This is an optimization exercise on Yosys and OpenROAD, whose aim is small area, a short achievable clock period and few clock cycles, not a production implementation. Where RTL was checked, it was by simulation tests only, not by an equivalence proof against the original. Power figures rest on the tool's default switching activity, not on a simulated workload.

==> build 87 <==
Design vaddr_gen, start of the top module:
module vaddr_gen #(
  parameter int unsigned BusBytes = 8
) (
  input  logic               clk_i,
  input  logic               rst_ni,
  input  logic               req_valid_i,
  output logic               req_ready_o,
  input  vaddr_pkg::vop_e    req_op_i,
  input  vaddr_pkg::addr_t   req_addr_i,
  input  vaddr_pkg::vlen_t   req_len_i,
  input  vaddr_pkg::stride_t req_stride_i,
  input  vaddr_pkg::vew_e    req_vew_i,
  output logic               ack_o,
  output logic               ack_error_o,
  output logic               ar_valid_o,
  input  logic               ar_ready_i,
  output vaddr_pkg::addr_t   ar_addr_o,
  output logic [7:0]         ar_len_o,
  output logic [2:0]         ar_size_o,
  output logic               aw_valid_o,
  input  logic               aw_ready_i,
  output vaddr_pkg::addr_t   aw_addr_o,
  output logic [7:0]         aw_len_o,
  output logic [2:0]         aw_size_o,
  output logic               lsu_valid_o,
  input  logic               lsu_ready_i,
  output vaddr_pkg::addr_t   lsu_addr_o,
  output logic [7:0]         lsu_len_o,
  output logic [2:0]         lsu_size_o,
  output logic               lsu_is_load_o
);
export LEC_CHECK = 0
export CAP_MARGIN = 20
export CORE_MARGIN = 2
export CORE_UTILIZATION = 40
export SLEW_MARGIN = 20
create_clock -name core_clock -period 15.0 [get_ports {clk_i}]
standard.sh (not shown) runs the stock make flow with config.mk's settings and CLKGATE_MAP_FILE= SYNTH_SCRIPT=/design/flow/synth_recipe.tcl, a recipe that flattens the netlist after the stock synthesis.
==> flow/flow/run.sh <==
#!/bin/bash
# The standard layout (standard.sh) with three changes to how it is made:
#  - timing repair aims at 10.5 ns of setup slack, so the achieved period is short;
#  - ports are buffered with buf_1 instead of the default delay buffer;
#  - the clock tree uses clkbuf_8 and no dummy loads.
# Everything else, the synthesis included, is the standard flow. The make output goes to
# flow_make.log; ORFS's own per-step logs stay under orfs/logs.
set -euo pipefail
bash standard.sh \
  SETUP_SLACK_MARGIN=10.5 \
  "BUFFER_PORTS_ARGS=-buffer_cell sky130_fd_sc_hd__buf_1" \
  "CTS_ARGS=-sink_clustering_enable -repair_clock_nets -buf_list sky130_fd_sc_hd__clkbuf_8 -root_buf sky130_fd_sc_hd__clkbuf_8 -dont_use_dummy_load" \
  finish > flow_make.log 2>&1
==> trial 53 (differences from build 87) <==
--- a/flow/design.v
+++ b/flow/design.v
@@ -365,19 +365,19 @@
   output logic               lsu_valid_o,
   input  logic               lsu_ready_i,
   output vaddr_pkg::addr_t   lsu_addr_o,
   output logic [7:0]         lsu_len_o,
   output logic [2:0]         lsu_size_o,
   output logic               lsu_is_load_o
 );
   logic             w_valid_q;
+  logic             w_bh_q;
   vaddr_pkg::addr_t w_a_q;
   logic [15:0]      w_r_q;
-  logic             w_fresh_q;
   vaddr_pkg::addr_t w_stride_q;
   logic [1:0]       w_vew_q;
   logic             w_load_q;
   logic             w_burst_q;
   logic take;
   logic in_misal;
   logic in_good;
   logic ready_q;
@@ -397,33 +397,33 @@
   always_ff @(posedge clk_i) begin
     ack_err_q <= in_misal;
   end
   assign ack_o       = ack_q;
   assign ack_error_o = ack_err_q;
   logic [11:0] room_bytes;
   logic [11:0] room_elems;
   logic [15:0] step;
-  logic [16:0] r_diff;
-  logic [10:0] tail_add;
   logic [10:0] tail_span;
   logic [7:0]  lim;
   logic        w_last;
   logic [7:0]  len_b;
   vaddr_pkg::addr_t stride_sum;
   vaddr_add32 u_add (.a(w_a_q), .b(w_stride_q), .s(stride_sum));
   assign room_bytes = w_a_q[11] ? (~w_a_q[11:0] + 12'd1) : (12'h800 - {9'd0, w_a_q[2:0]});
   assign room_elems = room_bytes >> w_vew_q;
   assign step       = w_burst_q ? {4'd0, room_elems} : 16'd1;
-  assign r_diff     = {1'b0, w_r_q} + {1'b1, ~step} + {16'd0, !w_fresh_q};
-  assign w_last     = r_diff[16];
+  assign w_last     = w_burst_q ? (w_r_q <= step) : (w_r_q == (w_bh_q ? 16'd2 : 16'd1));
   assign lim       = w_a_q[11] ? ~w_a_q[10:3] : 8'hFF;
-  assign tail_add  = w_fresh_q ? ({8'd0, w_a_q[2:0]} - 11'd1) : {8'd0, (3'd1 << w_vew_q) - 3'd1};
-  assign tail_span = (w_r_q[10:0] << w_vew_q) + tail_add;
+  assign tail_span = (w_r_q[10:0] << w_vew_q) + {8'd0, w_a_q[2:0]} - 11'd1;
   assign len_b     = w_last ? tail_span[10:3] : lim;
+  logic in_strided;
+  logic in_last;
+  assign in_strided = req_op_i[1];
+  assign in_last    = (req_len_i == 16'd1);
   logic             o_valid_q;
   logic             o_done_q;    
   vaddr_pkg::addr_t o_a_q;
   logic [7:0]       o_len_q;
   logic [1:0]       o_size_q;
   logic             o_load_q;
   logic             l_valid_q;
   vaddr_pkg::addr_t l_a_q;
@@ -433,34 +433,37 @@
   logic ar_valid_q;
   logic aw_valid_q;
   logic dir_ok;
   logic ax_valid;
   logic hs;
   logic l_take;
   logic l_push;
   logic o_free;
+  logic direct;
   assign dir_ok   = !l_valid_q || (l_load_q == o_load_q);
   assign ax_valid = o_valid_q && !o_done_q && dir_ok;
   assign hs       = (ar_valid_q && ar_ready_i) || (aw_valid_q && aw_ready_i);
   assign l_take   = !l_valid_q || lsu_ready_i;
   assign l_push   = o_valid_q && (o_done_q || hs) && l_take;
   assign o_free   = !o_valid_q || l_push;
+  assign direct   = take && in_good && in_strided && o_free;
   logic w_valid_n;
   logic o_valid_n;
   logic o_done_n;
   logic o_load_n;
   logic l_valid_n;
   logic l_load_n;
   logic dir_ld_n;
   logic dir_st_n;
-  assign w_valid_n = !w_valid_q ? (take && in_good) : !(o_free && w_last);
-  assign o_valid_n = o_free ? w_valid_q : o_valid_q;
+  assign w_valid_n = !w_valid_q ? (take && in_good && !(direct && in_last))
+                               : !(o_free && w_last);
+  assign o_valid_n = o_free ? (w_valid_q || direct) : o_valid_q;
   assign o_done_n  = !o_free && (o_done_q || hs);
-  assign o_load_n  = o_free ? w_load_q : o_load_q;
+  assign o_load_n  = o_free ? (w_valid_q ? w_load_q : !req_op_i[0]) : o_load_q;
   assign l_valid_n = l_take ? l_push : l_valid_q;
   assign l_load_n  = l_push ? o_load_q : l_load_q;
   assign dir_ld_n  = !l_valid_n || l_load_n;
   assign dir_st_n  = !l_valid_n || !l_load_n;
   assign ar_valid_o = ar_valid_q;
   assign ar_addr_o  = o_a_q;
   assign ar_len_o   = o_len_q;
   assign ar_size_o  = {1'b0, o_size_q};
@@ -496,36 +499,42 @@
     end else begin
       ready_q <= !w_valid_n;
     end
   end
   always_ff @(posedge clk_i) begin
     if (!w_valid_q) begin
       w_a_q      <= req_addr_i;
       w_r_q      <= req_len_i;
-      w_fresh_q  <= 1'b1;
       w_stride_q <= req_stride_i;
       w_vew_q    <= req_vew_i;
       w_load_q   <= !req_op_i[0];
       w_burst_q  <= !req_op_i[1];
+      w_bh_q     <= o_free && req_op_i[1];
     end else if (o_free) begin
-      w_r_q     <= r_diff[15:0];
-      w_fresh_q <= 1'b0;
+      w_r_q <= w_r_q - step;
       if (w_burst_q) begin
         w_a_q <= w_a_q[11] ? {w_a_q[31:12] + 20'd1, 12'd0}
                            : {w_a_q[31:12], 1'b1, w_a_q[10:3], 3'd0};
       end else begin
         w_a_q <= stride_sum;
       end
     end
     if (o_free) begin
-      o_a_q    <= w_a_q;
-      o_len_q  <= w_burst_q ? len_b : 8'd0;
-      o_size_q <= w_burst_q ? 2'd3 : w_vew_q;
-      o_load_q <= w_load_q;
+      if (w_valid_q) begin
+        o_a_q    <= w_bh_q ? stride_sum : w_a_q;
+        o_len_q  <= w_burst_q ? len_b : 8'd0;
+        o_size_q <= w_burst_q ? 2'd3 : w_vew_q;
+        o_load_q <= w_load_q;
+      end else begin
+        o_a_q    <= req_addr_i;
+        o_len_q  <= 8'd0;
+        o_size_q <= req_vew_i;
+        o_load_q <= !req_op_i[0];
+      end
     end
     if (l_push) begin
       l_a_q    <= o_a_q;
       l_len_q  <= o_len_q;
       l_size_q <= o_size_q;
       l_load_q <= o_load_q;
     end
   end
==> flow/flow/run.sh (replaced) <==
#!/bin/bash
# The standard layout (standard.sh) with three changes to how it is made:
#  - timing repair aims at 10 ns of setup slack, so the achieved period is short;
#  - ports are buffered with buf_1 instead of the default delay buffer;
#  - the clock tree uses clkbuf_8 and no dummy loads.
# Everything else, the synthesis included, is the standard flow. The make output goes to
# flow_make.log; ORFS's own per-step logs stay under orfs/logs.
set -euo pipefail
bash standard.sh \
  SETUP_SLACK_MARGIN=10 \
  "BUFFER_PORTS_ARGS=-buffer_cell sky130_fd_sc_hd__buf_1" \
  "CTS_ARGS=-sink_clustering_enable -repair_clock_nets -buf_list sky130_fd_sc_hd__clkbuf_8 -root_buf sky130_fd_sc_hd__clkbuf_8 -dont_use_dummy_load" \
  finish > flow_make.log 2>&1
==> trial 17 (differences from build 87) <==
--- a/flow/design.v
+++ b/flow/design.v
@@ -365,19 +365,19 @@
   output logic               lsu_valid_o,
   input  logic               lsu_ready_i,
   output vaddr_pkg::addr_t   lsu_addr_o,
   output logic [7:0]         lsu_len_o,
   output logic [2:0]         lsu_size_o,
   output logic               lsu_is_load_o
 );
   logic             w_valid_q;
+  logic             w_skip_q;
   vaddr_pkg::addr_t w_a_q;
   logic [15:0]      w_r_q;
-  logic             w_fresh_q;
   vaddr_pkg::addr_t w_stride_q;
   logic [1:0]       w_vew_q;
   logic             w_load_q;
   logic             w_burst_q;
   logic take;
   logic in_misal;
   logic in_good;
   logic ready_q;
@@ -397,33 +397,44 @@
   always_ff @(posedge clk_i) begin
     ack_err_q <= in_misal;
   end
   assign ack_o       = ack_q;
   assign ack_error_o = ack_err_q;
   logic [11:0] room_bytes;
   logic [11:0] room_elems;
   logic [15:0] step;
-  logic [16:0] r_diff;
-  logic [10:0] tail_add;
   logic [10:0] tail_span;
   logic [7:0]  lim;
   logic        w_last;
   logic [7:0]  len_b;
   vaddr_pkg::addr_t stride_sum;
   vaddr_add32 u_add (.a(w_a_q), .b(w_stride_q), .s(stride_sum));
   assign room_bytes = w_a_q[11] ? (~w_a_q[11:0] + 12'd1) : (12'h800 - {9'd0, w_a_q[2:0]});
   assign room_elems = room_bytes >> w_vew_q;
   assign step       = w_burst_q ? {4'd0, room_elems} : 16'd1;
-  assign r_diff     = {1'b0, w_r_q} + {1'b1, ~step} + {16'd0, !w_fresh_q};
-  assign w_last     = r_diff[16];
+  assign w_last     = (w_r_q <= step);
   assign lim       = w_a_q[11] ? ~w_a_q[10:3] : 8'hFF;
-  assign tail_add  = w_fresh_q ? ({8'd0, w_a_q[2:0]} - 11'd1) : {8'd0, (3'd1 << w_vew_q) - 3'd1};
-  assign tail_span = (w_r_q[10:0] << w_vew_q) + tail_add;
+  assign tail_span = (w_r_q[10:0] << w_vew_q) + {8'd0, w_a_q[2:0]} - 11'd1;
   assign len_b     = w_last ? tail_span[10:3] : lim;
+  logic        in_burst;
+  logic [11:0] in_room_bytes;
+  logic [11:0] in_room_elems;
+  logic        in_last;
+  logic [10:0] in_tail_span;
+  logic [7:0]  in_lim;
+  logic [7:0]  in_len;
+  assign in_burst      = !req_op_i[1];
+  assign in_room_bytes = req_addr_i[11] ? (~req_addr_i[11:0] + 12'd1)
+                                        : (12'h800 - {9'd0, req_addr_i[2:0]});
+  assign in_room_elems = in_room_bytes >> req_vew_i;
+  assign in_last       = in_burst ? (req_len_i <= {4'd0, in_room_elems}) : (req_len_i == 16'd1);
+  assign in_lim        = req_addr_i[11] ? ~req_addr_i[10:3] : 8'hFF;
+  assign in_tail_span  = (req_len_i[10:0] << req_vew_i) + {8'd0, req_addr_i[2:0]} - 11'd1;
+  assign in_len        = !in_burst ? 8'd0 : (in_last ? in_tail_span[10:3] : in_lim);
   logic             o_valid_q;
   logic             o_done_q;    
   vaddr_pkg::addr_t o_a_q;
   logic [7:0]       o_len_q;
   logic [1:0]       o_size_q;
   logic             o_load_q;
   logic             l_valid_q;
   vaddr_pkg::addr_t l_a_q;
@@ -433,34 +444,37 @@
   logic ar_valid_q;
   logic aw_valid_q;
   logic dir_ok;
   logic ax_valid;
   logic hs;
   logic l_take;
   logic l_push;
   logic o_free;
+  logic direct;
   assign dir_ok   = !l_valid_q || (l_load_q == o_load_q);
   assign ax_valid = o_valid_q && !o_done_q && dir_ok;
   assign hs       = (ar_valid_q && ar_ready_i) || (aw_valid_q && aw_ready_i);
   assign l_take   = !l_valid_q || lsu_ready_i;
   assign l_push   = o_valid_q && (o_done_q || hs) && l_take;
   assign o_free   = !o_valid_q || l_push;
+  assign direct   = take && in_good && o_free;
   logic w_valid_n;
   logic o_valid_n;
   logic o_done_n;
   logic o_load_n;
   logic l_valid_n;
   logic l_load_n;
   logic dir_ld_n;
   logic dir_st_n;
-  assign w_valid_n = !w_valid_q ? (take && in_good) : !(o_free && w_last);
-  assign o_valid_n = o_free ? w_valid_q : o_valid_q;
+  assign w_valid_n = !w_valid_q ? (take && in_good && !(o_free && in_last))
+                               : (w_skip_q || !(o_free && w_last));
+  assign o_valid_n = o_free ? (w_valid_q ? !w_skip_q : direct) : o_valid_q;
   assign o_done_n  = !o_free && (o_done_q || hs);
-  assign o_load_n  = o_free ? w_load_q : o_load_q;
+  assign o_load_n  = o_free ? (w_valid_q ? w_load_q : !req_op_i[0]) : o_load_q;
   assign l_valid_n = l_take ? l_push : l_valid_q;
   assign l_load_n  = l_push ? o_load_q : l_load_q;
   assign dir_ld_n  = !l_valid_n || l_load_n;
   assign dir_st_n  = !l_valid_n || !l_load_n;
   assign ar_valid_o = ar_valid_q;
   assign ar_addr_o  = o_a_q;
   assign ar_len_o   = o_len_q;
   assign ar_size_o  = {1'b0, o_size_q};
@@ -496,36 +510,43 @@
     end else begin
       ready_q <= !w_valid_n;
     end
   end
   always_ff @(posedge clk_i) begin
     if (!w_valid_q) begin
       w_a_q      <= req_addr_i;
       w_r_q      <= req_len_i;
-      w_fresh_q  <= 1'b1;
       w_stride_q <= req_stride_i;
       w_vew_q    <= req_vew_i;
       w_load_q   <= !req_op_i[0];
       w_burst_q  <= !req_op_i[1];
-    end else if (o_free) begin
-      w_r_q     <= r_diff[15:0];
-      w_fresh_q <= 1'b0;
+      w_skip_q   <= o_free;
+    end else if (w_skip_q || o_free) begin
+      w_skip_q <= 1'b0;
+      w_r_q <= w_r_q - step;
       if (w_burst_q) begin
         w_a_q <= w_a_q[11] ? {w_a_q[31:12] + 20'd1, 12'd0}
                            : {w_a_q[31:12], 1'b1, w_a_q[10:3], 3'd0};
       end else begin
         w_a_q <= stride_sum;
       end
     end
     if (o_free) begin
-      o_a_q    <= w_a_q;
-      o_len_q  <= w_burst_q ? len_b : 8'd0;
-      o_size_q <= w_burst_q ? 2'd3 : w_vew_q;
-      o_load_q <= w_load_q;
+      if (w_valid_q) begin
+        o_a_q    <= w_a_q;
+        o_len_q  <= w_burst_q ? len_b : 8'd0;
+        o_size_q <= w_burst_q ? 2'd3 : w_vew_q;
+        o_load_q <= w_load_q;
+      end else begin
+        o_a_q    <= req_addr_i;
+        o_len_q  <= in_len;
+        o_size_q <= in_burst ? 2'd3 : req_vew_i;
+        o_load_q <= !req_op_i[0];
+      end
     end
     if (l_push) begin
       l_a_q    <= o_a_q;
       l_len_q  <= o_len_q;
       l_size_q <= o_size_q;
       l_load_q <= o_load_q;
     end
   end
==> impl_summary.log <==
[metrics] status: timing/DRC/antenna clean
[metrics] mux share of post-synthesis cell area: 3.20%
[metrics] PwrDens: 235 nW/um2
[metrics] total area of sequential cells: 5330 um2
[metrics] final design utilization: 46.8%
[metrics] Reg-to-Reg Start: w_a_q[0]$_DFFE_PP_
[metrics] horizontal die dimension: 161 um
[metrics] layout cells sized above 1: 11.1%
[metrics] worst setup path class: reg2reg
[metrics] peak clock frequency supported by timing: 222 MHz
[metrics] basic-gate share of the synthesized area counting and, or, nand and nor cells: 8.86%
[metrics] Worst path depth: 15
[metrics] measured slew at the worst slew-check pin: 1.09 ns
[metrics] Routability Congestion: 0.831
[metrics] Signal inverters: 47
[metrics] top library cells by usage in the layout, fill and taps aside: 222 x sky130_fd_sc_hd__buf_1, 168 x sky130_fd_sc_hd__edfxtp_1, 54 x sky130_fd_sc_hd__nand2_1, 46 x sky130_fd_sc_hd__nor2_1, 45 x sky130_fd_sc_hd__ha_1
[metrics] Sequential Power Share: 40.1%
[metrics] Overall Power: 2.67 mW
That was build 87.
==> impl_summary.log <==
[metrics] Overall Power: 3.12 mW
[metrics] layout cells sized above 1: 13.1%
[metrics] status: timing/DRC/antenna clean
[metrics] horizontal die dimension: 175 um
[metrics] measured slew at the worst slew-check pin: 0.868 ns
[metrics] peak clock frequency supported by timing: 170 MHz
[metrics] Routability Congestion: 0.888
[metrics] final design utilization: 46.8%
[metrics] Signal inverters: 69
[metrics] worst setup path class: in2reg
[metrics] Reg-to-Reg Start: w_a_q[1]$_DFFE_PP_
[metrics] total area of sequential cells: 5330 um2
[metrics] mux share of post-synthesis cell area: 5.61%
[metrics] Sequential Power Share: 36.7%
That was trial 17.
==> impl_summary.log <==
[metrics] Worst path depth: 5
[metrics] Routability Congestion: 0.911
[metrics] measured slew at the worst slew-check pin: 0.977 ns
[metrics] horizontal die dimension: 167 um
[metrics] status: timing/DRC/antenna clean
[metrics] Sequential Power Share: 36.7%
[metrics] mux share of post-synthesis cell area: 3.90%
[metrics] top library cells by usage in the layout, fill and taps aside: 222 x sky130_fd_sc_hd__buf_1, 168 x sky130_fd_sc_hd__edfxtp_1, 90 x sky130_fd_sc_hd__nand2_1, 75 x sky130_fd_sc_hd__o21ai_0, 60 x sky130_fd_sc_hd__nor2_1
[metrics] Overall Power: 3.19 mW
[metrics] Reg-to-Reg Start: w_a_q[0]$_DFFE_PP_
[metrics] peak clock frequency supported by timing: 203 MHz
[metrics] total area of sequential cells: 5330 um2
[metrics] Signal inverters: 56
That was trial 53.
Testbench counts of trial 53, summed over its fixed seeds: cycles 1,962.
No functional check of the RTL was part of build 87 and trial 17.

## separate check: timing with driven ports
The results above use ideal ports. As a check the final layouts listed here were re-extracted and re-timed, cells and wires unchanged. Step 1 assumes that a clkbuf_16 drives the clock port and a buf_2 every other input. Step 2, shift: input delay + t, output delay - t, t = (earliest + latest rising clock arrival at the registers) / 2. This alone moves slack from input paths to output paths. Three values: no drivers, after step 1, after step 2; two values: the first two.
run | t, ns | slack for setup (ns) | clock arrival spread, ns
build 87 | 0.497 | 10.495 / 10.495 / 10.116 | 0.028 / 0.029
trial 53 | 0.492 | 10.083 / 10.106 / 9.614 | 0.036 / 0.035
trial 17 | 0.497 | 9.128 / 9.132 / 8.635 | 0.038 / 0.038
After both steps every run listed still meets setup and hold. For trial 17, which loses most, drivers alone change the setup slack by +0.004 ns; drivers and shift together by -0.493 ns.
